Background: an optimization exercise with open tools, aiming at small area. Do not read the settings as production practice.
The RTL was checked by simulation tests, not by an equivalence proof against the original design.
Power is estimated from default activity; no workload was simulated.

==> design.v <==
module idct_hold_word #(
   parameter int W = 8
)
(
   input  logic         clk,
   input  logic         ld,
   input  logic         keep,
   input  logic [W-1:0] d,
   output logic [W-1:0] q
);
   for (genvar b = 0; b < W; b++) begin : g_bit
      idct_hold_bit u_bit (.clk (clk), .ld (ld), .keep (keep), .d (d[b]), .q (q[b]));
   end
endmodule
module idct_hold_bit (
   input  logic clk,
   input  logic ld,
   input  logic keep,
   input  logic d,
   output logic q
);
   always_ff @(posedge clk)
      q <= (ld & d) | (keep & q);
endmodule
module idct_quant_ram #(
   parameter int WQ = 8
)
(
   input  logic             clk,
   input  logic [63:0]      ld,       
   input  logic [WQ-1:0]    wdata,
   output logic [64*WQ-1:0] mem       
);
   for (genvar i = 0; i < 64; i++) begin : g_ent
      idct_hold_word #(.W(WQ)) u_ent (
         .clk (clk), .ld (ld[i]), .keep (!ld[i]), .d (wdata),
         .q (mem[i*WQ +: WQ])
      );
   end
endmodule
module idct_sel8 (
   input  logic [7:0] s,
   input  logic [7:0] d,
   output logic       y
);
   assign y = |(s & d);
endmodule
module idct_dequant_loader #(
   parameter int WIN   = 12,    
   parameter int WCOEF = 12,    
   parameter int WQ    = 8      
)
(
   input  logic                    clk,
   input  logic                    rst,
   input  logic                    s_valid,
   output logic                    s_ready,
   input  logic signed [WCOEF-1:0] s_coef,
   input  logic                    s_last,
   input  logic                    q_we,
   input  logic [5:0]              q_addr,
   input  logic [WQ-1:0]           q_data,
   output logic [64*WIN-1:0]       out_block,
   output logic                    out_valid,
   output logic [15:0]             blk_count
);
   localparam int NCOEF = 64;
   localparam logic [NCOEF*6-1:0] ZIGZAG = {
      6'd63, 6'd62, 6'd55, 6'd47, 6'd54, 6'd61, 6'd60, 6'd53,
      6'd46, 6'd39, 6'd31, 6'd38, 6'd45, 6'd52, 6'd59, 6'd58,
      6'd51, 6'd44, 6'd37, 6'd30, 6'd23, 6'd15, 6'd22, 6'd29,
      6'd36, 6'd43, 6'd50, 6'd57, 6'd56, 6'd49, 6'd42, 6'd35,
      6'd28, 6'd21, 6'd14, 6'd7, 6'd6, 6'd13, 6'd20, 6'd27,
      6'd34, 6'd41, 6'd48, 6'd40, 6'd33, 6'd26, 6'd19, 6'd12,
      6'd5, 6'd4, 6'd11, 6'd18, 6'd25, 6'd32, 6'd24, 6'd17,
      6'd10, 6'd3, 6'd2, 6'd9, 6'd16, 6'd8, 6'd1, 6'd0
   };
   logic [7:0]             lo1h;      
   logic [7:0]             hi1h;      
   logic                   pend;      
   logic                   accept;
   logic                   blk_end;
   logic [NCOEF-1:0]       at;        
   logic [WQ-1:0]          q_val;
   logic [WIN-1:0]         p_lo;
   logic                   ovf;
   logic [WIN-1:0]         sat;
   logic [NCOEF*WIN-1:0]   buffer;    
   assign s_ready = !rst && !q_we;
   assign accept  = s_valid && s_ready;
   assign blk_end = s_last || (lo1h[7] && hi1h[7]);
   always_comb
      for (int j = 0; j < NCOEF; j++)
         at[j] = lo1h[j%8] && hi1h[j/8];
   logic [NCOEF-1:0]       q_ld;
   logic [WQ-1:0]          q_wdata;
   logic [NCOEF*WQ-1:0]    q_mem;
   always_comb
      for (int j = 0; j < NCOEF; j++)
         q_ld[j] = rst || (q_we && q_addr == ZIGZAG[j*6 +: 6]);
   assign q_wdata = rst ? WQ'(1) : q_data;
   idct_quant_ram #(.WQ(WQ)) u_qram (
      .clk   (clk),
      .ld    (q_ld),
      .wdata (q_wdata),
      .mem   (q_mem)
   );
   logic [8*WQ-1:0]   rowv;       
   for (genvar b = 0; b < WQ; b++) begin : g_rd
      for (genvar r = 0; r < 8; r++) begin : g_row
         logic [7:0] col;
         for (genvar c = 0; c < 8; c++) begin : g_col
            assign col[c] = q_mem[(r*8+c)*WQ + b];
         end
         idct_sel8 u_row (.s (lo1h), .d (col), .y (rowv[b*8 + r]));
      end
      idct_sel8 u_fin (.s (hi1h), .d (rowv[b*8 +: 8]), .y (q_val[b]));
   end
   logic                   sgn;
   logic [WQ-1:0]          big;       
   logic                   ovf_big;
   idct_mul_lo u_mul (.an (~s_coef), .bn (~q_val), .p (p_lo));
   assign sgn  = s_coef[WCOEF-1];
   always_comb begin
      for (int j = 0; j < WQ; j++) begin
         big[j] = 1'b0;
         for (int i = 0; i < WCOEF-1; i++)
            if (i + 2 >= WIN + 1 - j)
               big[j] = big[j] | (s_coef[i] ^ sgn);
      end
   end
   logic [WIN-1:0]         sat0, sat1;
   logic                   ovf0, ovf1;
   assign ovf_big = |(big & q_val);
   assign ovf0    = ovf_big || (sgn && (q_val != '0));
   assign ovf1    = ovf_big || (!sgn && (q_val != '0));
   assign sat0    = ovf0 ? {sgn, {(WIN-1){!sgn}}} : {1'b0, p_lo[WIN-2:0]};
   assign sat1    = ovf1 ? {sgn, {(WIN-1){!sgn}}} : {1'b1, p_lo[WIN-2:0]};
   for (genvar i = 0; i < WIN; i++) begin : g_sat
      idct_mux2 u_sel (.s (p_lo[WIN-1]), .a (sat0[i]), .b (sat1[i]), .y (sat[i]));
   end
   always_ff @(posedge clk) begin
      if (rst) begin
         lo1h <= 8'd1;
         hi1h <= 8'd1;
         pend <= 1'b0;
      end else begin
         pend <= accept && blk_end;
         if (accept) begin
            if (blk_end) begin
               lo1h <= 8'd1;
               hi1h <= 8'd1;
            end else begin
               lo1h <= {lo1h[6:0], lo1h[7]};
               if (lo1h[7])
                  hi1h <= {hi1h[6:0], hi1h[7]};
            end
         end
      end
   end
   logic [NCOEF-1:0] wr;
   logic             bkeep;
   always_comb
      for (int j = 0; j < NCOEF; j++)
         wr[j] = accept && at[j];
   assign bkeep = !pend && !rst;
   for (genvar j = 0; j < NCOEF; j++) begin : g_buf
      idct_hold_word #(.W(WIN)) u_slot (
         .clk (clk), .ld (wr[j]), .keep (bkeep), .d (sat),
         .q (buffer[j*WIN +: WIN])
      );
   end
   logic pub, hold;
   assign pub  = pend && !rst;
   assign hold = !pend && !rst;
   for (genvar j = 0; j < NCOEF; j++) begin : g_out
      idct_hold_word #(.W(WIN)) u_pos (
         .clk (clk), .ld (pub), .keep (hold), .d (buffer[j*WIN +: WIN]),
         .q (out_block[ZIGZAG[j*6 +: 6]*WIN +: WIN])
      );
   end
   always_ff @(posedge clk) begin
      if (rst) begin
         out_valid <= 1'b0;
         blk_count <= '0;
      end else begin
         out_valid <= pend;
         if (pend)
            blk_count <= blk_count + 16'd1;
      end
   end
endmodule
module idct_mul_lo (
   input  logic [11:0] an,
   input  logic [7:0] bn,
   output logic [11:0] p
);
   logic n1;
   assign n1 = !(an[0] | bn[0]);
   logic n2;
   assign n2 = !(an[1] | bn[0]);
   logic n3;
   assign n3 = !(an[2] | bn[0]);
   logic n4;
   assign n4 = !(an[3] | bn[0]);
   logic n5;
   assign n5 = !(an[4] | bn[0]);
   logic n6;
   assign n6 = !(an[5] | bn[0]);
   logic n7;
   assign n7 = !(an[6] | bn[0]);
   logic n8;
   assign n8 = !(an[7] | bn[0]);
   logic n9;
   assign n9 = !(an[8] | bn[0]);
   logic n10;
   assign n10 = !(an[9] | bn[0]);
   logic n11;
   assign n11 = !(an[10] | bn[0]);
   logic n12;
   assign n12 = !(an[11] | bn[0]);
   logic n13;
   assign n13 = !(an[0] | bn[1]);
   logic n14;
   assign n14 = !(an[1] | bn[1]);
   logic n15;
   assign n15 = !(an[2] | bn[1]);
   logic n16;
   assign n16 = !(an[3] | bn[1]);
   logic n17;
   assign n17 = !(an[4] | bn[1]);
   logic n18;
   assign n18 = !(an[5] | bn[1]);
   logic n19;
   assign n19 = !(an[6] | bn[1]);
   logic n20;
   assign n20 = !(an[7] | bn[1]);
   logic n21;
   assign n21 = !(an[8] | bn[1]);
   logic n22;
   assign n22 = !(an[9] | bn[1]);
   logic n23;
   assign n23 = !(an[10] | bn[1]);
   logic n24;
   assign n24 = !(an[0] | bn[2]);
   logic n25;
   assign n25 = !(an[1] | bn[2]);
   logic n26;
   assign n26 = !(an[2] | bn[2]);
   logic n27;
   assign n27 = !(an[3] | bn[2]);
   logic n28;
   assign n28 = !(an[4] | bn[2]);
   logic n29;
   assign n29 = !(an[5] | bn[2]);
   logic n30;
   assign n30 = !(an[6] | bn[2]);
   logic n31;
   assign n31 = !(an[7] | bn[2]);
   logic n32;
   assign n32 = !(an[8] | bn[2]);
   logic n33;
   assign n33 = !(an[9] | bn[2]);
   logic n34;
   assign n34 = !(an[0] | bn[3]);
   logic n35;
   assign n35 = !(an[1] | bn[3]);
   logic n36;
   assign n36 = !(an[2] | bn[3]);
   logic n37;
   assign n37 = !(an[3] | bn[3]);
   logic n38;
   assign n38 = !(an[4] | bn[3]);
   logic n39;
   assign n39 = !(an[5] | bn[3]);
   logic n40;
   assign n40 = !(an[6] | bn[3]);
   logic n41;
   assign n41 = !(an[7] | bn[3]);
   logic n42;
   assign n42 = !(an[8] | bn[3]);
   logic n43;
   assign n43 = !(an[0] | bn[4]);
   logic n44;
   assign n44 = !(an[1] | bn[4]);
   logic n45;
   assign n45 = !(an[2] | bn[4]);
   logic n46;
   assign n46 = !(an[3] | bn[4]);
   logic n47;
   assign n47 = !(an[4] | bn[4]);
   logic n48;
   assign n48 = !(an[5] | bn[4]);
   logic n49;
   assign n49 = !(an[6] | bn[4]);
   logic n50;
   assign n50 = !(an[7] | bn[4]);
   logic n51;
   assign n51 = !(an[0] | bn[5]);
   logic n52;
   assign n52 = !(an[1] | bn[5]);
   logic n53;
   assign n53 = !(an[2] | bn[5]);
   logic n54;
   assign n54 = !(an[3] | bn[5]);
   logic n55;
   assign n55 = !(an[4] | bn[5]);
   logic n56;
   assign n56 = !(an[5] | bn[5]);
   logic n57;
   assign n57 = !(an[6] | bn[5]);
   logic n58;
   assign n58 = !(an[0] | bn[6]);
   logic n59;
   assign n59 = !(an[1] | bn[6]);
   logic n60;
   assign n60 = !(an[2] | bn[6]);
   logic n61;
   assign n61 = !(an[3] | bn[6]);
   logic n62;
   assign n62 = !(an[4] | bn[6]);
   logic n63;
   assign n63 = !(an[5] | bn[6]);
   logic n64;
   assign n64 = !(an[0] | bn[7]);
   logic n65;
   assign n65 = !(an[1] | bn[7]);
   logic n66;
   assign n66 = !(an[2] | bn[7]);
   logic n67;
   assign n67 = !(an[3] | bn[7]);
   logic n68;
   assign n68 = !(an[4] | bn[7]);
   logic n69;
   logic n70;
   idct_ha u_ha1 (.a(n7), .b(n18), .s(n69), .co(n70));
   logic n71;
   logic n72;
   idct_fa u_fa2 (.a(n8), .b(n19), .ci(n29), .s(n71), .co(n72));
   logic n73;
   logic n74;
   idct_ha u_ha3 (.a(n38), .b(n46), .s(n73), .co(n74));
   logic n75;
   logic n76;
   idct_fa u_fa4 (.a(n9), .b(n20), .ci(n30), .s(n75), .co(n76));
   logic n77;
   logic n78;
   idct_fa u_fa5 (.a(n39), .b(n47), .ci(n54), .s(n77), .co(n78));
   logic n79;
   logic n80;
   idct_fa u_fa6 (.a(n10), .b(n21), .ci(n31), .s(n79), .co(n80));
   logic n81;
   logic n82;
   idct_fa u_fa7 (.a(n40), .b(n48), .ci(n55), .s(n81), .co(n82));
   logic n83;
   logic n84;
   idct_fa u_fa8 (.a(n11), .b(n22), .ci(n32), .s(n83), .co(n84));
   logic n85;
   logic n86;
   idct_fa u_fa9 (.a(n41), .b(n49), .ci(n56), .s(n85), .co(n86));
   logic n87;
   assign n87 = n12 ^ n23 ^ n33;
   logic n88;
   assign n88 = n42 ^ n50 ^ n57;
   logic n89;
   logic n90;
   idct_ha u_ha10 (.a(n5), .b(n16), .s(n89), .co(n90));
   logic n91;
   logic n92;
   idct_fa u_fa11 (.a(n6), .b(n17), .ci(n27), .s(n91), .co(n92));
   logic n93;
   logic n94;
   idct_ha u_ha12 (.a(n36), .b(n44), .s(n93), .co(n94));
   logic n95;
   logic n96;
   idct_fa u_fa13 (.a(n69), .b(n28), .ci(n37), .s(n95), .co(n96));
   logic n97;
   logic n98;
   idct_fa u_fa14 (.a(n45), .b(n52), .ci(n58), .s(n97), .co(n98));
   logic n99;
   logic n100;
   idct_fa u_fa15 (.a(n71), .b(n73), .ci(n53), .s(n99), .co(n100));
   logic n101;
   logic n102;
   idct_fa u_fa16 (.a(n59), .b(n64), .ci(n70), .s(n101), .co(n102));
   logic n103;
   logic n104;
   idct_fa u_fa17 (.a(n75), .b(n77), .ci(n60), .s(n103), .co(n104));
   logic n105;
   logic n106;
   idct_fa u_fa18 (.a(n65), .b(n72), .ci(n74), .s(n105), .co(n106));
   logic n107;
   logic n108;
   idct_fa u_fa19 (.a(n79), .b(n81), .ci(n61), .s(n107), .co(n108));
   logic n109;
   logic n110;
   idct_fa u_fa20 (.a(n66), .b(n76), .ci(n78), .s(n109), .co(n110));
   logic n111;
   logic n112;
   idct_fa u_fa21 (.a(n83), .b(n85), .ci(n62), .s(n111), .co(n112));
   logic n113;
   logic n114;
   idct_fa u_fa22 (.a(n67), .b(n80), .ci(n82), .s(n113), .co(n114));
   logic n115;
   assign n115 = n87 ^ n88 ^ n63;
   logic n116;
   assign n116 = n68 ^ n84 ^ n86;
   logic n117;
   logic n118;
   idct_ha u_ha23 (.a(n4), .b(n15), .s(n117), .co(n118));
   logic n119;
   logic n120;
   idct_fa u_fa24 (.a(n89), .b(n26), .ci(n35), .s(n119), .co(n120));
   logic n121;
   logic n122;
   idct_fa u_fa25 (.a(n91), .b(n93), .ci(n51), .s(n121), .co(n122));
   logic n123;
   logic n124;
   idct_fa u_fa26 (.a(n95), .b(n97), .ci(n92), .s(n123), .co(n124));
   logic n125;
   logic n126;
   idct_fa u_fa27 (.a(n99), .b(n101), .ci(n96), .s(n125), .co(n126));
   logic n127;
   logic n128;
   idct_fa u_fa28 (.a(n103), .b(n105), .ci(n100), .s(n127), .co(n128));
   logic n129;
   logic n130;
   idct_fa u_fa29 (.a(n107), .b(n109), .ci(n104), .s(n129), .co(n130));
   logic n131;
   logic n132;
   idct_fa u_fa30 (.a(n111), .b(n113), .ci(n108), .s(n131), .co(n132));
   logic n133;
   assign n133 = n115 ^ n116 ^ n112;
   logic n134;
   logic n135;
   idct_ha u_ha31 (.a(n3), .b(n14), .s(n134), .co(n135));
   logic n136;
   logic n137;
   idct_fa u_fa32 (.a(n117), .b(n25), .ci(n34), .s(n136), .co(n137));
   logic n138;
   logic n139;
   idct_fa u_fa33 (.a(n119), .b(n43), .ci(n118), .s(n138), .co(n139));
   logic n140;
   logic n141;
   idct_fa u_fa34 (.a(n121), .b(n90), .ci(n120), .s(n140), .co(n141));
   logic n142;
   logic n143;
   idct_fa u_fa35 (.a(n123), .b(n94), .ci(n122), .s(n142), .co(n143));
   logic n144;
   logic n145;
   idct_fa u_fa36 (.a(n125), .b(n98), .ci(n124), .s(n144), .co(n145));
   logic n146;
   logic n147;
   idct_fa u_fa37 (.a(n127), .b(n102), .ci(n126), .s(n146), .co(n147));
   logic n148;
   logic n149;
   idct_fa u_fa38 (.a(n129), .b(n106), .ci(n128), .s(n148), .co(n149));
   logic n150;
   logic n151;
   idct_fa u_fa39 (.a(n131), .b(n110), .ci(n130), .s(n150), .co(n151));
   logic n152;
   assign n152 = n133 ^ n114 ^ n132;
   logic n153;
   logic n154;
   idct_ha u_ha40 (.a(n2), .b(n13), .s(n153), .co(n154));
   logic n155;
   logic n156;
   idct_fa u_fa41 (.a(n134), .b(n24), .ci(n154), .s(n155), .co(n156));
   logic n157;
   logic n158;
   idct_fa u_fa42 (.a(n136), .b(n135), .ci(n156), .s(n157), .co(n158));
   logic n159;
   logic n160;
   idct_fa u_fa43 (.a(n138), .b(n137), .ci(n158), .s(n159), .co(n160));
   logic n161;
   logic n162;
   idct_fa u_fa44 (.a(n140), .b(n139), .ci(n160), .s(n161), .co(n162));
   logic n163;
   logic n164;
   idct_fa u_fa45 (.a(n142), .b(n141), .ci(n162), .s(n163), .co(n164));
   logic n165;
   logic n166;
   idct_fa u_fa46 (.a(n144), .b(n143), .ci(n164), .s(n165), .co(n166));
   logic n167;
   logic n168;
   idct_fa u_fa47 (.a(n146), .b(n145), .ci(n166), .s(n167), .co(n168));
   logic n169;
   logic n170;
   idct_fa u_fa48 (.a(n148), .b(n147), .ci(n168), .s(n169), .co(n170));
   logic n171;
   logic n172;
   idct_fa u_fa49 (.a(n150), .b(n149), .ci(n170), .s(n171), .co(n172));
   logic n173;
   assign n173 = n152 ^ n151 ^ n172;
   assign p = {n173, n171, n169, n167, n165, n163, n161, n159, n157, n155, n153, n1};
endmodule
module idct_mux2 (
   input  logic s,
   input  logic a,
   input  logic b,
   output logic y
);
   assign y = s ? b : a;
endmodule
module idct_fa (input logic a, b, ci, output logic s, co);
   assign s  = a ^ b ^ ci;
   assign co = (a & b) | (a & ci) | (b & ci);
endmodule
module idct_ha (input logic a, b, output logic s, co);
   assign s  = a ^ b;
   assign co = a & b;
endmodule
==> flow/run.sh <==
#!/bin/bash
# The standard layout (the standard.sh: standard synthesis, floorplan,
# placement, CTS, routing) with two knobs the flow settings do not reach:
# port buffers use the smallest buffer cell, and CTS inserts no dummy loads
# (clock tree: clkbuf_8, clusters of up to 18 sinks within 80 um).
set -euo pipefail
export BUFFER_PORTS_ARGS="-buffer_cell sky130_fd_sc_hd__buf_1"
export CTS_ARGS="-sink_clustering_enable -repair_clock_nets -buf_list sky130_fd_sc_hd__clkbuf_8 -sink_clustering_size 18 -sink_clustering_max_diameter 80 -dont_use_dummy_load"
bash standard.sh finish > standard_flow.log 2>&1
==> standard.sh <==
#!/bin/bash
# synth_recipe.tcl (not shown) runs the flow's synth.tcl, then flattens the netlist and writes it again
# the make line also repeats each setting of config.mk as NAME=value (left out here)
make -C /OpenROAD-flow-scripts/flow DESIGN_CONFIG=/design/flow/config.mk WORK_HOME=/design/flow/orfs CLKGATE_MAP_FILE= SYNTH_SCRIPT=/design/flow/synth_recipe.tcl "${@:-finish}"
==> config.mk <==
export PLATFORM = sky130hd
export DESIGN_NAME = idct_dequant_loader
export DESIGN_NICKNAME = idct_dequant_loader
export VERILOG_FILES = /design/flow/design.v
export SDC_FILE = /design/flow/constraint.sdc
export NUM_CORES = 4
export LEC_CHECK = 0
export CAP_MARGIN = 10
export CORE_MARGIN = 2
export CORE_UTILIZATION = 70
export CTS_BUF_LIST = sky130_fd_sc_hd__clkbuf_8
export CTS_CLUSTER_DIAMETER = 80
export CTS_CLUSTER_SIZE = 18
export PLACE_DENSITY = 0.72
export SLEW_MARGIN = 10
export SYNTH_HIERARCHICAL = 1
export SYNTH_MINIMUM_KEEP_SIZE = 0
==> constraint.sdc <==
create_clock -name core_clock -period 10.0 [get_ports {clk}]
set_input_delay 2.0000 -clock core_clock [delete_from_list [all_inputs] [get_ports {clk}]]
set_output_delay 2.0000 -clock core_clock [all_outputs]
set_load 0.01 [all_outputs]
==> impl_metrics.csv, run 1 <==
group,metric,value,unit
logic_synthesis,yosysWarnings,8,
sta,hold_violations,0,
power_and_ir_drop,leakage,0.02907,uW
floorplan,die_y,312.2,microns
logic_synthesis,synth_top_area_share,62.70,%
drt,drt_iter0_drc,7478,
logic_synthesis,synth_compound_area_share,31.46,%
clock_network,path_clk_slew,0.12,ns
logic_synthesis,avgSynthCellArea,13.04,sq um
power_and_ir_drop,total_power,14890,uW
drt,vias_per_cell,7.008,
worst_setup_path,crit_top_cell,"fa_1",
final_layout,nFillCells,6217,
drt,avgRoutedWirePerCell,27.91,microns
clock_network,clkSinkCount,2082,
logic_synthesis,synth_most_common_cell,"dfxtp_1",
global_routing,grt_usage,40.24,%
clock_network,cts_root_buf,"clkbuf_8",
clock_network,cts_tree,"yes",
worst_setup_path,r2r_cells,24,
global_routing,grt_max_degree,249,
logic_synthesis,synth-xor-area-share,0.3633,%
outcome,status,"finished clean",
hold_path,min_to,"g_out[32].u_pos.g_bit[3].u_bit.q",
hold_path,min_from,"g_buf[32].u_slot.g_bit[3].u_bit.q",
global_routing,grt_remaining_overflow,0,
final_layout,syn_to_final_growth,10.82,%
worst_setup_path,path_cells,"a22oi_1, nand4_1, a22oi_1, nand4_1, inv_1, buf_4, nor2_1, ha_1, fa_1, fa_1, fa_1, fa_1, fa_1, fa_1, fa_1, fa_1, fa_1, xor2_1, xnor2_1, xnor2_1, xnor3_1, buf_4, mux2_4, a22o_1",
job,cap_violations,0,
logic_synthesis,synth_sequential_area_ratio,62.70,%
clock_network,htreeDepth,4,
sta,rsz0062_at_grt,"no",
logic_synthesis,synth_edf_count,0,
placed_design,io_buffers,816,
drt,drt_first_pass_iters,6,
sta,worst_pin_slew,1.300,ns
logic_synthesis,synth_cells,5098,
hold_path,hold_path_depth,1,
clock_network,clk_latency,0.89,ns
sta,setup_viol_count_final,0,
worst_setup_path,r2r_end,"g_buf[9].u_slot.g_bit[5].u_bit.q",
logic_synthesis,yosysUniqueCellTypes,51,
sta,skew,0.09099,ns
worst_setup_path,cpPeakStageDelay,0.82,ns
logic_synthesis,synth-async-reset-ratio,0,%
worst_setup_path,arrival,9.97,ns
worst_setup_path,end_kind,"flip-flop",
worst_setup_path,startpoint_type,"flip-flop",
hold_path,hp-class,"flip-flop to flip-flop",
sta,finalCriticalPeriod,9.168,ns
floorplan,die_area,97440,sq um
global_routing,grt_pass1_wl,303300,microns
worst_setup_path,crit_family,"adder cells",
sta,relSlewSlack,12.68,%
final_layout,finalNetCount,6163,
worst_setup_path,critical_path.slowest_cell,"mux2_4",
logic_synthesis,muxShareOfSynthArea,0.3915,%
placed_design,hpwl,136800,microns
clock_network,postCtsSetupBuffers,0,
floorplan,pin_count,817,
logic_synthesis,synth_adder_area_share,1.415,%
drt,vias,51540,
logic_synthesis,yosys.area_share.simple,2.663,%
worst_setup_path,r2r_start,"lo1h[4]",
logic_synthesis,ys_ff_latch,2082,
sta,post-route-period-util,91.68,%
power_and_ir_drop,cellPowerDensity,202.2,nW/um^2
clock_network,ctsLongestPathBuffers,3,
worst_setup_path,path_class,"flip-flop to flip-flop",
drt,wl,205300,microns
logic_synthesis,synth_top_family_by_area,"compound AO/OA/AOI/OAI gates",
logic_synthesis,yosys.area.top_type,"dfxtp_1",
worst_setup_path,worst-path-buf-inv,3,
final_layout,final_layout_size_suffix_gt1_share,4.474,%
floorplan,die_w,312.2,microns
drt,drc,0,
global_routing,grt_pass1_vias,46100,
logic_synthesis,synth_fp_nets,5179,
logic_synthesis,synthTopCellsByCount,"dfxtp_1, a22o_1, a22oi_1",
sta,timing.setup.tns,0,ns
floorplan,core_area,94590,sq um
drt,antenna_left,0,
logic_synthesis,ys.flop_type,"dfxtp_1",
worst_setup_path,r2r_slack,0.83,ns
worst_setup_path,required,10.80,ns
global_routing,antenna_found_initial,6,
floorplan,start_util,70.28,%
sta,slew_violations,0,
clock_network,ctsResizeCount,0,
logic_synthesis,synth_area_leaders,"dfxtp_1, a22o_1, a22oi_1, fa_1, nand4_1",
placed_design,gp_congestion,0.9577,
sta,fmax,109.1,MHz
worst_setup_path,crit_fanout,64,
power_and_ir_drop,ir_drop,0.2743,mV
floorplan,std_cell_rows,113,
clock_network,cts_hold_buf,0,
logic_synthesis,syn_area,66470,sq um
clock_network,numCtsBuffers,134,
[Yosys stat by module, one instance, submodules excluded, excerpt]
module               cells  times used  area, sq um
idct_fa                  1          42        20.02
idct_sel8                5          72        36.28
idct_ha                  1           7        12.51
idct_dequant_loader    414           1         3020
idct_hold_bit            2        2048        28.78
idct_mul_lo            103           1        554.3
idct_mux2                1          12        15.01
[routing by layer]
layer | share of wire, % | up-vias | GRT usage (%)
met5 | 0.0088 | - | 0
met4 | 7.0 | 2 | 24.81
met3 | 8.8 | 539 | 7.047
met2 | 44 | 2871 | 60.10
met1 | 40 | 25690 | 54.88
li1 | - | 22440 | -
[per-stage QoR]
step	cell area (sq um)	cells	utilization, %	hold WS (ns)	setup slack (ns)
after floorplan	66510	5098	-	0.4398	-9.559
after global placement	71800	7211	75.91	0.4511	0.9450
after detailed placement	71800	7211	75.91	0.4509	0.9022
after CTS	73640	7345	77.86	0.4300	0.9872
after global routing	73660	7351	77.87	0.4801	0.7450
final	73660	7354	77.88	0.4333	0.8323
[sequential cells by signal (all words and copies together), names as in the netlist]
| name | count |
|---|---|
| blk_count | 16 |
| g_buf.u_slot.g_bit.u_bit.q | 768 |
| g_out.u_pos.g_bit.u_bit.q | 768 |
| hi1h | 8 |
| lo1h | 8 |
| out_valid | 1 |
| pend | 1 |
| u_qram.g_ent.u_ent.g_bit.u_bit.q | 512 |
[kinds of logic (layout without fill, tap and decap cells)]
kind of cell / after synthesis / count (layout)
compound gates: 2446 / 2446
xor+xnor: 26 / 26
fa+ha+maj: 50 / 50
buf+inv: 148 / 1130
flops: 2082 / 2082
mux: 20 / 20
other cells: 0 / 9
simple gates: 326 / 326
[cell usage in the layout (no fill, tap or decap), types with 4 or more instances in the layout]
master,n
fa_1,42
buf_1,815
ha_1,8
diode_2,9
dfxtp_2,7
xnor2_1,17
xor2_1,8
buf_12,20
a22o_1,2048
o21bai_1,21
a22oi_1,302
nor3_1,9
mux2_4,12
nand4_1,80
nor2_2,4
inv_1,91
nor2b_4,8
and3_1,70
buf_4,69
nand2_1,17
nand3_1,4
or2_2,6
clkbuf_8,134
a21oi_1,8
nor2_1,103
dfxtp_1,2074
mux2i_1,8
nand2b_1,6
a21o_1,55
[worst max-delay path by stage]
stage / to / slack, ns / start / depth (start not counted)
3_5_place_dp: g_buf[19].u_slot.g_bit[5].u_bit.q / 0.90 / s_coef[4] / 20
3_3_place_gp: g_buf[14].u_slot.g_bit[3].u_bit.q / 0.95 / s_coef[4] / 20
5_1_grt: g_buf[57].u_slot.g_bit[3].u_bit.q / 0.75 / lo1h[3] / 24
4_1_cts: g_buf[22].u_slot.g_bit[5].u_bit.q / 0.99 / lo1h[3] / 24
6_report: g_buf[9].u_slot.g_bit[5].u_bit.q / 0.83 / lo1h[4] / 24
2_1_floorplan: g_buf[0].u_slot.g_bit[0].u_bit.q / -9.56 / rst / 5
[final cells by class]
type	count	area (sq um)	share of cell area, %
flip-flops and latches	2082	41690	56.60
repair buffers	905	3985	5.410
clock buffers	134	1844	2.504
inverters	91	341.6	0.4637
diodes	9	22.52	0.03057
multi-input cells	2868	24200	32.85
well taps	1265	1583	2.149
[where the power goes]
part,leakage [uW],switching [uW],internal [uW]
clock network,0.000963,2450,1210
logic,0.0112,1980,661
registers,0.0169,115,8480
[worst register-to-register path: stages (launching register included)]
cell and delay, ns:
dfxtp_2 0.65, a22oi_1 0.40, nand4_1 0.19, a22oi_1 0.44, nand4_1 0.33, inv_1 0.35, buf_4 0.23, nor2_1 0.06
ha_1 0.31, fa_1 0.51, fa_1 0.45, fa_1 0.39, fa_1 0.39, fa_1 0.38, fa_1 0.38, fa_1 0.40
fa_1 0.40, fa_1 0.39, xor2_1 0.17, xnor2_1 0.19, xnor2_1 0.14, xnor3_1 0.36, buf_4 0.27, mux2_4 0.82
a22o_1 0.51
==> run 2: changes to the inputs <==
--- a/design.v
+++ b/design.v
@@ -28,15 +28,45 @@
 (
    input  logic             clk,
-   input  logic [63:0]      ld,       
+   input  logic [63:0]      ld_col,   
+   input  logic [63:0]      ld_row,
    input  logic [WQ-1:0]    wdata,
    output logic [64*WQ-1:0] mem       
 );
    for (genvar i = 0; i < 64; i++) begin : g_ent
-      idct_hold_word #(.W(WQ)) u_ent (
-         .clk (clk), .ld (ld[i]), .keep (!ld[i]), .d (wdata),
+      idct_tbl_word #(.W(WQ)) u_ent (
+         .clk (clk), .ld_col (ld_col[i]), .ld_row (ld_row[i]), .d (wdata),
          .q (mem[i*WQ +: WQ])
       );
    end
 endmodule
+module idct_tbl_word #(
+   parameter int W = 8
+)
+(
+   input  logic         clk,
+   input  logic         ld_col,
+   input  logic         ld_row,
+   input  logic [W-1:0] d,
+   output logic [W-1:0] q
+);
+   logic ld;
+   assign ld = ld_col && ld_row;
+   idct_hold_word #(.W(W)) u_w (.clk (clk), .ld (ld), .keep (!ld), .d (d), .q (q));
+endmodule
+module idct_buf_word #(
+   parameter int W = 12
+)
+(
+   input  logic         clk,
+   input  logic         ld_col_n,
+   input  logic         ld_row_n,
+   input  logic         keep,
+   input  logic [W-1:0] d,
+   output logic [W-1:0] q
+);
+   idct_hold_word #(.W(W)) u_w (
+      .clk (clk), .ld (!(ld_col_n || ld_row_n)), .keep (keep), .d (d), .q (q)
+   );
+endmodule
 module idct_sel8 (
    input  logic [7:0] s,
@@ -81,5 +111,4 @@
    logic                   accept;
    logic                   blk_end;
-   logic [NCOEF-1:0]       at;        
    logic [WQ-1:0]          q_val;
    logic [WIN-1:0]         p_lo;
@@ -90,19 +119,25 @@
    assign accept  = s_valid && s_ready;
    assign blk_end = s_last || (lo1h[7] && hi1h[7]);
-   always_comb
-      for (int j = 0; j < NCOEF; j++)
-         at[j] = lo1h[j%8] && hi1h[j/8];
-   logic [NCOEF-1:0]       q_ld;
+   logic [7:0]             q_col, q_row;    
+   logic [NCOEF-1:0]       q_ld_col, q_ld_row;
    logic [WQ-1:0]          q_wdata;
    logic [NCOEF*WQ-1:0]    q_mem;
-   always_comb
-      for (int j = 0; j < NCOEF; j++)
-         q_ld[j] = rst || (q_we && q_addr == ZIGZAG[j*6 +: 6]);
+   always_comb begin
+      for (int i = 0; i < 8; i++) begin
+         q_col[i] = rst || (q_we && q_addr[2:0] == 3'(i));
+         q_row[i] = rst || (q_addr[5:3] == 3'(i));
+      end
+      for (int j = 0; j < NCOEF; j++) begin
+         q_ld_col[j] = q_col[ZIGZAG[j*6 +: 3]];
+         q_ld_row[j] = q_row[ZIGZAG[j*6+3 +: 3]];
+      end
+   end
    assign q_wdata = rst ? WQ'(1) : q_data;
    idct_quant_ram #(.WQ(WQ)) u_qram (
-      .clk   (clk),
-      .ld    (q_ld),
-      .wdata (q_wdata),
-      .mem   (q_mem)
+      .clk    (clk),
+      .ld_col (q_ld_col),
+      .ld_row (q_ld_row),
+      .wdata  (q_wdata),
+      .mem    (q_mem)
    );
    logic [8*WQ-1:0]   rowv;       
@@ -159,14 +194,14 @@
       end
    end
-   logic [NCOEF-1:0] wr;
+   logic [7:0]       wr_col_n;    
+   logic [7:0]       wr_row_n;    
    logic             bkeep;
-   always_comb
-      for (int j = 0; j < NCOEF; j++)
-         wr[j] = accept && at[j];
-   assign bkeep = !pend && !rst;
+   assign wr_col_n = ~({8{accept}} & lo1h);
+   assign wr_row_n = ~hi1h;
+   assign bkeep    = !pend && !rst;
    for (genvar j = 0; j < NCOEF; j++) begin : g_buf
-      idct_hold_word #(.W(WIN)) u_slot (
-         .clk (clk), .ld (wr[j]), .keep (bkeep), .d (sat),
-         .q (buffer[j*WIN +: WIN])
+      idct_buf_word #(.W(WIN)) u_slot (
+         .clk (clk), .ld_col_n (wr_col_n[j%8]), .ld_row_n (wr_row_n[j/8]),
+         .keep (bkeep), .d (sat), .q (buffer[j*WIN +: WIN])
       );
    end
==> run 2 against run 1 <==
  * Critical path depth did not move
  * Critical path type unchanged
  * Combinational power barely moved
  * Routed wire length rose by 1.4%
  * First-iteration DRC count fell by 2.9%
  * Clock-buffer cell count fell by 1
  * Sequential share of layout area rose by 0.30 points
  * Register-to-register slack improved by 0.09 ns
  * Power rose by 0.93%
  * Synthesized area fell by 0.40%
  * Non-clock buffer count fell by 12
  * Synthesized cell count fell by 0.20%
==> impl_metrics.csv, run 2 <==
group,metric,value,unit
sta,worst_pin_slew,1.320,ns
global_routing,grt_pass1_vias,46380,
drt,vias_per_cell,7.041,
global_routing,antenna_found_initial,9,
clock_network,postCtsSetupBuffers,0,
clock_network,cts_root_buf,"clkbuf_8",
logic_synthesis,synth-async-reset-ratio,0,%
logic_synthesis,ys_ff_latch,2082,
logic_synthesis,yosys.area.top_type,"dfxtp_1",
power_and_ir_drop,ir_drop,0.4750,mV
drt,met2_length,91600,microns
worst_setup_path,path_class,"flip-flop to flip-flop",
placed_design,io_buffers,816,
drt,antenna_left,0,
placed_design,dp_cells,7192,
logic_synthesis,synth_fp_nets,5169,
sta,timing.setup.tns,0,ns
clock_network,cts_hold_buf,0,
final_layout,regArea,41690,sq um
sta,fmax,110.1,MHz
floorplan,die_y,311.5,microns
drt,drc,0,
final_layout,multiInputGateArea,24220,sq um
worst_setup_path,r2r_slack,0.92,ns
logic_synthesis,yosysUniqueCellTypes,47,
worst_setup_path,r2r_end,"g_buf[37].u_slot.u_w.g_bit[5].u_bit.q",
floorplan,die_w,311.5,microns
global_routing,grt_usage,40.98,%
drt,vias,51600,
logic_synthesis,synth_sequential_area_ratio,62.95,%
power_and_ir_drop,leakage,0.02848,uW
worst_setup_path,end_kind,"flip-flop",
logic_synthesis,synthTopCellsByCount,"dfxtp_1, a22o_1, a22oi_1",
power_and_ir_drop,cellPowerDensity,205.2,nW/um^2
logic_synthesis,avgSynthCellArea,13.01,sq um
sta,relSlewSlack,11.98,%
floorplan,start_util,70.84,%
final_layout,reg.largest.list,"g_buf.u_slot.u_w.g_bit.u_bit.q (768), g_out.u_pos.g_bit.u_bit.q (768), u_qram.g_ent.u_ent.u_w.g_bit.u_bit.q (512)",
placed_design,placed_cell_area,71420,sq um
final_layout,finalNetCount,6156,
hold_path,hold_path_depth,1,
final_layout,fin_area,73270,sq um
final_layout,final_cell_count_no_fill,7328,
clock_network,cts_tree,"yes",
final_layout,nFillCells,6165,
logic_synthesis,synth_top_area_share,62.95,%
floorplan,core_area,93470,sq um
drt,dr_wl_met3,20740,microns
worst_setup_path,crit_fanout,64,
worst_setup_path,required,10.82,ns
placed_design,hpwl,135800,microns
sta,rsz0062_at_grt,"no",
clock_network,htreeDepth,4,
hold_path,hp-class,"flip-flop to flip-flop",
clock_network,ctsResizeCount,0,
global_routing,grt_max_degree,239,
clock_network,ctsLongestPathBuffers,3,
worst_setup_path,r2r_start,"lo1h[0]",
final_layout,layout_commonest_cell,"dfxtp_1",
worst_setup_path,worstSetupStartpoint,"lo1h[0]",
sta,skew,0.06018,ns
drt,drt_iter0_drc,7259,
clock_network,path_clk_slew,0.11,ns
job,cap_violations,0,
sta,slew_violations,0,
logic_synthesis,synth_most_common_cell,"dfxtp_1",
placed_design,gp_congestion,0.9238,
worst_setup_path,startpoint_type,"flip-flop",
logic_synthesis,synth_cells,5088,
floorplan,die_area,97060,sq um
worst_setup_path,arrival,9.90,ns
clock_network,clk_latency,0.89,ns
sta,setup_viol_count_final,0,
hold_path,min_from,"g_buf[34].u_slot.u_w.g_bit[9].u_bit.q",
drt,drt_first_pass_iters,6,
sta,finalCriticalPeriod,9.079,ns
drt,avgRoutedWirePerCell,28.39,microns
drt,wl,208100,microns
sta,post-route-period-util,90.79,%
clock_network,clkSinkCount,2082,
final_layout,layout_common_cells,"dfxtp_1, a22o_1, buf_1, a22oi_1, nor2_1",
logic_synthesis,ys.flop_type,"dfxtp_1",
floorplan,pin_count,817,
final_layout,postLayoutCoreUtil,78.39,%
floorplan,std_cell_rows,112,
sta,hold_violations,0,
hold_path,min_to,"g_out[34].u_pos.g_bit[9].u_bit.q",
final_layout,syn_to_final_growth,10.67,%
logic_synthesis,synth_edf_count,0,
outcome,status,"finished clean",
logic_synthesis,yosysWarnings,8,
global_routing,grt_pass1_wl,306800,microns
logic_synthesis,syn_area,66210,sq um
global_routing,grt_remaining_overflow,0,
drt,route.top_layer_used,"met5",
final_layout,final_layout_size_suffix_gt1_share,4.314,%
clock_network,numCtsBuffers,133,
drt,met1Wirelength,81900,microns
worst_setup_path,r2r_cells,24,
logic_synthesis,synth_area_leaders,"dfxtp_1, a22o_1, a22oi_1, fa_1, nor2_1",
run 2: area by class of cell:
| cell class | count | share of cell area [%] |
|---|---|---|
| timing repair buffer | 893 | 5.210 |
| clock buffer | 133 | 2.498 |
| inverter | 38 | 0.1947 |
| multi-input combinational | 2927 | 33.05 |
| sequential | 2082 | 56.90 |
| tap | 1254 | 2.141 |
| antenna | 1 | 0.003415 |
run 2: per-module statistics from Yosys, one instance, submodules excluded, a selection:
module	cells inside	cell area, sq um	copies in the design	flip-flops and latches
idct_mux2	1	15.01	12	0
idct_sel8	5	36.28	72	0
idct_dequant_loader	276	2117	1	34
idct_ha	1	12.51	7	0
idct_fa	1	20.02	42	0
idct_mul_lo	103	554.3	1	0
idct_hold_bit	2	28.78	2048	1
run 2: per-layer routing:
layer,up-vias,global-route usage (%)
met4,14,22.89
met1,25620,55.37
met3,600,9.144
met5,-,0
li1,22390,-
met2,2976,61.26
run 2: kinds of logic (layout without fill, tap and decap cells):
| kind of cell | after synthesis | count (layout) | share of synthesized area [%] |
|---|---|---|---|
| xor gates and xnor gates | 28 | 28 | 0.3912 |
| DFF | 2082 | 2082 | 62.95 |
| and+or+nand+nor | 435 | 435 | 3.199 |
| buffers and inverters | 79 | 1064 | 0.6066 |
| AOI/OAI and AO/OA | 2394 | 2394 | 31.04 |
| muxes | 20 | 20 | 0.3931 |
| adders and majority gates | 50 | 50 | 1.421 |
| other | 0 | 1 | 0 |
run 2: worst max-delay path: stages (launching register included):
cell	delay (ns)
dfxtp_2	0.59
buf_12	0.28
buf_4	0.18
a22oi_1	0.22
nand4_1	0.19
a22oi_1	0.38
nand4_1	0.29
inv_1	0.42
nor2_1	0.11
fa_1	0.47
fa_1	0.53
fa_1	0.52
fa_1	0.44
fa_1	0.38
fa_1	0.39
fa_1	0.40
fa_1	0.40
fa_1	0.38
xor2_1	0.16
xnor2_1	0.20
xnor2_1	0.15
xnor3_1	0.24
buf_4	0.22
mux2_4	1.12
a22o_1	0.31
run 2: worst max-delay path by stage:
stage          cells past startpoint                                     to  slack (ns)
2_1_floorplan                      5   g_buf[0].u_slot.u_w.g_bit[0].u_bit.q       -9.63
3_3_place_gp                      20  g_buf[37].u_slot.u_w.g_bit[5].u_bit.q        1.03
4_1_cts                           24   g_buf[6].u_slot.u_w.g_bit[5].u_bit.q        1.09
6_report                          24  g_buf[37].u_slot.u_w.g_bit[5].u_bit.q        0.92
5_1_grt                           25  g_buf[22].u_slot.u_w.g_bit[5].u_bit.q        0.79
3_5_place_dp                      20  g_buf[34].u_slot.u_w.g_bit[5].u_bit.q        0.96
run 2: per-stage QoR:
step	total power [uW]	setup WS, ns	hold slack [ns]
6_report	15030	0.9209	0.4452
3_3_place_gp	11450	1.032	0.4502
5_1_grt	15440	0.7912	0.4631
2_1_floorplan	10370	-9.626	0.4398
3_5_place_dp	11500	0.9629	0.4507
4_1_cts	14970	1.087	0.4451
run 2: report_power, final:
| part | switching [uW] | leakage (uW) | internal (uW) |
|---|---|---|---|
| Clock | 2450 | 0.000956 | 1200 |
| Combinational | 2100 | 0.0106 | 556 |
| Sequential | 162 | 0.0169 | 8560 |
==> run 3: changes to the inputs <==
==> flow/run.sh (replaced) <==
#!/bin/bash
# The standard layout (the standard.sh: standard synthesis, floorplan,
# placement, CTS, routing) with two knobs the flow settings do not reach:
# port buffers use the smallest buffer cell, and CTS inserts no dummy loads
# (clock tree: clkbuf_8, clusters of up to 16 sinks within 80 um).
set -euo pipefail
export BUFFER_PORTS_ARGS="-buffer_cell sky130_fd_sc_hd__buf_1"
export CTS_ARGS="-sink_clustering_enable -repair_clock_nets -buf_list sky130_fd_sc_hd__clkbuf_8 -sink_clustering_size 16 -sink_clustering_max_diameter 80 -dont_use_dummy_load"
bash standard.sh finish > standard_flow.log 2>&1
--- a/config.mk
+++ b/config.mk
@@ -11,5 +11,5 @@
 export CTS_BUF_LIST = sky130_fd_sc_hd__clkbuf_8
 export CTS_CLUSTER_DIAMETER = 80
-export CTS_CLUSTER_SIZE = 18
+export CTS_CLUSTER_SIZE = 16
 export PLACE_DENSITY = 0.72
 export SLEW_MARGIN = 10
==> run 3 against run 2 <==
  * Worst setup slack worse by 0.026 ns
  * Combinational power hardly changed
  * Non-clock buffer count is 1 lower
  * Sequential share of layout area is 0.16 points lower
  * Cell count is 0.23% higher
  * Clock skew is 0.015 ns higher
  * Clock-buffer cell count is 15 higher
  * Routed wire length is 0.24% lower
  * Critical endpoint unchanged
  * First-iteration DRC count hardly changed
  * Maximum frequency is 0.28% lower
  * Clock power is 4% higher
==> impl_metrics.csv, run 3 <==
group,metric,value,unit
outcome,status,"finished clean",
logic_synthesis,synth_sequential_area_ratio,62.95,%
sta,hold_violations,0,
worst_setup_path,r2r_slack,0.90,ns
floorplan,die_area,97060,sq um
global_routing,grt_pass1_wl,306800,microns
clock_network,cts_tree,"yes",
logic_synthesis,yosysWarnings,8,
sta,setup_viol_count_final,0,
worst_setup_path,crit_fanout,64,
drt,drc,0,
clock_network,clk_latency,0.88,ns
worst_setup_path,arrival,9.91,ns
logic_synthesis,ys_ff_latch,2082,
logic_synthesis,synth_top_area_share,62.95,%
power_and_ir_drop,leakage,0.02858,uW
clock_network,htreeDepth,4,
final_layout,layout_commonest_cell,"dfxtp_1",
worst_setup_path,path_class,"flip-flop to flip-flop",
final_layout,postLayoutCoreUtil,78.61,%
worst_setup_path,crit_top_cell,"fa_1",
sta,relSlewSlack,11.34,%
worst_setup_path,required,10.81,ns
sta,slew_violations,0,
clock_network,postCtsSetupBuffers,0,
logic_synthesis,syn_area,66210,sq um
drt,vias,51740,
worst_setup_path,cpPeakStageDelay,1.12,ns
placed_design,gp_congestion,0.9238,
hold_path,min_from,"g_buf[27].u_slot.u_w.g_bit[3].u_bit.q",
clock_network,ctsResizeCount,0,
worst_setup_path,r2r_start,"lo1h[0]",
clock_network,path_clk_slew,0.09,ns
final_layout,finalNetCount,6170,
hold_path,hold_path_depth,1,
worst_setup_path,critical_path.slowest_cell,"mux2_4",
floorplan,start_util,70.84,%
worst_setup_path,r2r_cells,24,
logic_synthesis,synth_cells,5088,
clock_network,numCtsBuffers,148,
clock_network,clkSinkCount,2082,
logic_synthesis,avgSynthCellArea,13.01,sq um
logic_synthesis,synth_area_leaders,"dfxtp_1, a22o_1, a22oi_1, fa_1, nor2_1",
global_routing,grt_remaining_overflow,0,
clock_network,ctsLongestPathBuffers,3,
logic_synthesis,yosys.area.top_type,"dfxtp_1",
sta,finalCriticalPeriod,9.105,ns
floorplan,std_cell_rows,112,
clock_network,cts_root_buf,"clkbuf_8",
logic_synthesis,synthTopCellsByCount,"dfxtp_1, a22o_1, a22oi_1",
logic_synthesis,ys.flop_type,"dfxtp_1",
floorplan,die_y,311.5,microns
drt,avgRoutedWirePerCell,28.26,microns
floorplan,pin_count,817,
placed_design,hpwl,135800,microns
global_routing,grt_max_degree,239,
drt,vias_per_cell,7.044,
logic_synthesis,synth_most_common_cell,"dfxtp_1",
drt,wl,207500,microns
global_routing,antenna_found_initial,10,
drt,drt_first_pass_iters,6,
sta,rsz0062_at_grt,"no",
logic_synthesis,synth_fp_nets,5169,
worst_setup_path,path_cells,"buf_12, buf_4, a22oi_1, nand4_1, a22oi_1, nand4_1, inv_1, nor2_1, fa_1, fa_1, fa_1, fa_1, fa_1, fa_1, fa_1, fa_1, fa_1, xor2_1, xnor2_1, xnor2_1, xnor3_1, buf_4, mux2_4, a22o_1",
worst_setup_path,r2r_end,"g_buf[37].u_slot.u_w.g_bit[5].u_bit.q",
global_routing,grt_pass1_vias,46440,
logic_synthesis,yosysUniqueCellTypes,47,
sta,fmax,109.8,MHz
logic_synthesis,synth_edf_count,0,
sta,post-route-period-util,91.05,%
hold_path,hp-class,"flip-flop to flip-flop",
drt,drt_iter0_drc,7254,
power_and_ir_drop,ir_drop,0.4827,mV
global_routing,grt_usage,40.95,%
floorplan,die_w,311.5,microns
floorplan,core_area,93470,sq um
worst_setup_path,startpoint_type,"flip-flop",
drt,antenna_left,0,
final_layout,syn_to_final_growth,10.98,%
job,cap_violations,0,
clock_network,cts_hold_buf,0,
placed_design,io_buffers,816,
final_layout,layout_common_cells,"dfxtp_1, a22o_1, buf_1, a22oi_1, nor2_1",
sta,skew,0.07564,ns
worst_setup_path,end_kind,"flip-flop",
sta,worst_pin_slew,1.330,ns
logic_synthesis,synth-async-reset-ratio,0,%
sta,timing.setup.tns,0,ns
final_layout,final_layout_size_suffix_gt1_share,4.551,%
hold_path,min_to,"g_out[27].u_pos.g_bit[3].u_bit.q",
final_layout,reg.largest.list,"g_buf.u_slot.u_w.g_bit.u_bit.q (768), g_out.u_pos.g_bit.u_bit.q (768), u_qram.g_ent.u_ent.u_w.g_bit.u_bit.q (512)",
final_layout,nFillCells,6115,
power_and_ir_drop,cellPowerDensity,206.5,nW/um^2
run 3: cell counts after synthesis:
Identical to the previous run, type by type.
run 3: power breakdown:
part / internal (uW) / switching, uW
sequential: 8550 / 162
clock: 1330 / 2480
combinational: 556 / 2090
run 3: final cells by class:
| class | count | area, sq um | area share [%] |
|---|---|---|---|
| clock buffers | 148 | 2037 | 2.772 |
| repair buffers | 892 | 3810 | 5.185 |
| well taps | 1254 | 1569 | 2.135 |
| inverters | 38 | 142.6 | 0.1941 |
| flip-flops and latches | 2082 | 41690 | 56.74 |
| diodes | 4 | 10.01 | 0.01362 |
| multi-input cells | 2927 | 24220 | 32.96 |
run 3: worst max path at each step:
stage                   start                                    end  slack, ns  cells after the start
floorplan                 rst   g_buf[0].u_slot.u_w.g_bit[0].u_bit.q      -9.63                      5
global placement    s_coef[4]  g_buf[37].u_slot.u_w.g_bit[5].u_bit.q       1.03                     20
detailed placement  s_coef[4]  g_buf[34].u_slot.u_w.g_bit[5].u_bit.q       0.96                     20
CTS                   lo1h[0]  g_buf[25].u_slot.u_w.g_bit[5].u_bit.q       1.05                     24
global route          lo1h[0]  g_buf[20].u_slot.u_w.g_bit[5].u_bit.q       0.77                     24
finish                lo1h[0]  g_buf[37].u_slot.u_w.g_bit[5].u_bit.q       0.90                     24
run 3: critical path: cells and delay by family, from the launching register on:
kind,cells,cell delay (ns)
fa+ha+maj,9,3.93
flops,1,0.58
buf+inv,4,1.09
compound gates,3,0.90
mux,1,1.12
simple gates,3,0.59
xor+xnor,4,0.75
run 3: routing by layer:
layer | vias to the layer above | track usage, % | share of wire [%]
met2 | 3171 | 61.17 | 44
met5 | - | 0 | 0.032
li1 | 22450 | - | -
met3 | 556 | 8.745 | 10
met1 | 25550 | 55.58 | 39
met4 | 10 | 23.02 | 6.5
run 3: per-module statistics from Yosys, one instance, submodules excluded, a selection:
module	flip-flops and latches	times used	cells
idct_dequant_loader	34	1	276
idct_mul_lo	0	1	103
idct_hold_bit	1	2048	2
idct_fa	0	42	1
idct_mux2	0	12	1
idct_ha	0	7	1
run 3: logic make-up (layout without fill, tap and decap cells):
logic type                 Yosys count  after routing  synth area share [%]
muxes                               20             20                0.3931
DFF                               2082           2082                 62.95
adders and majority gates           50             50                 1.421
xor gates and xnor gates            28             28                0.3912
and+or+nand+nor                    435            435                 3.199
other                                0              4                     0
AOI/OAI and AO/OA                 2394           2394                 31.04
buffers and inverters               79           1078                0.6066
run 3: stage by stage:
stage,cell area [sq um],std cells,hold slack [ns],total power [uW],worst slack [ns]
2_1_floorplan,66250,5088,0.4398,10370,-9.626
3_3_place_gp,71420,7192,0.4502,11450,1.032
3_5_place_dp,71420,7192,0.4507,11500,0.9629
4_1_cts,73460,7340,0.4712,15130,1.049
5_1_grt,73480,7343,0.4864,15580,0.7679
6_report,73480,7345,0.4714,15170,0.8953

==> static timing again, ports no longer ideal <==
In the flow no input, the clock included, has a driving cell. The finished layouts below were timed again as built, in two steps.
Step 1, drivers: a clkbuf_16 drives clk and a buf_2 each remaining input, both assumed.
Step 2 moves the port delays by t, midway between the first and last clock arrival at a register: inputs arrive t later, outputs are due t later. That takes back most of the time a late clock gives input paths.
a / b / c = no drivers / after step 1 / after step 2; a / b = the first two.
run	t, ns	setup WS [ns]	hold slack, ns	latest minus earliest clock arrival (ns)
run 1	0.916	0.832 / 0.832 / 0.832	0.433 / 0.433 / 0.433	0.091 / 0.091
run 2	0.942	0.921 / 0.921 / 0.857	0.445 / 0.445 / 0.445	0.060 / 0.060
run 3	0.923	0.895 / 0.895 / 0.832	0.471 / 0.471 / 0.471	0.075 / 0.075
After both steps setup and hold are still met in every run listed. The setup slack of run 2, which loses most, moves by 0.000 ns with the drivers and by -0.064 ns with both steps.
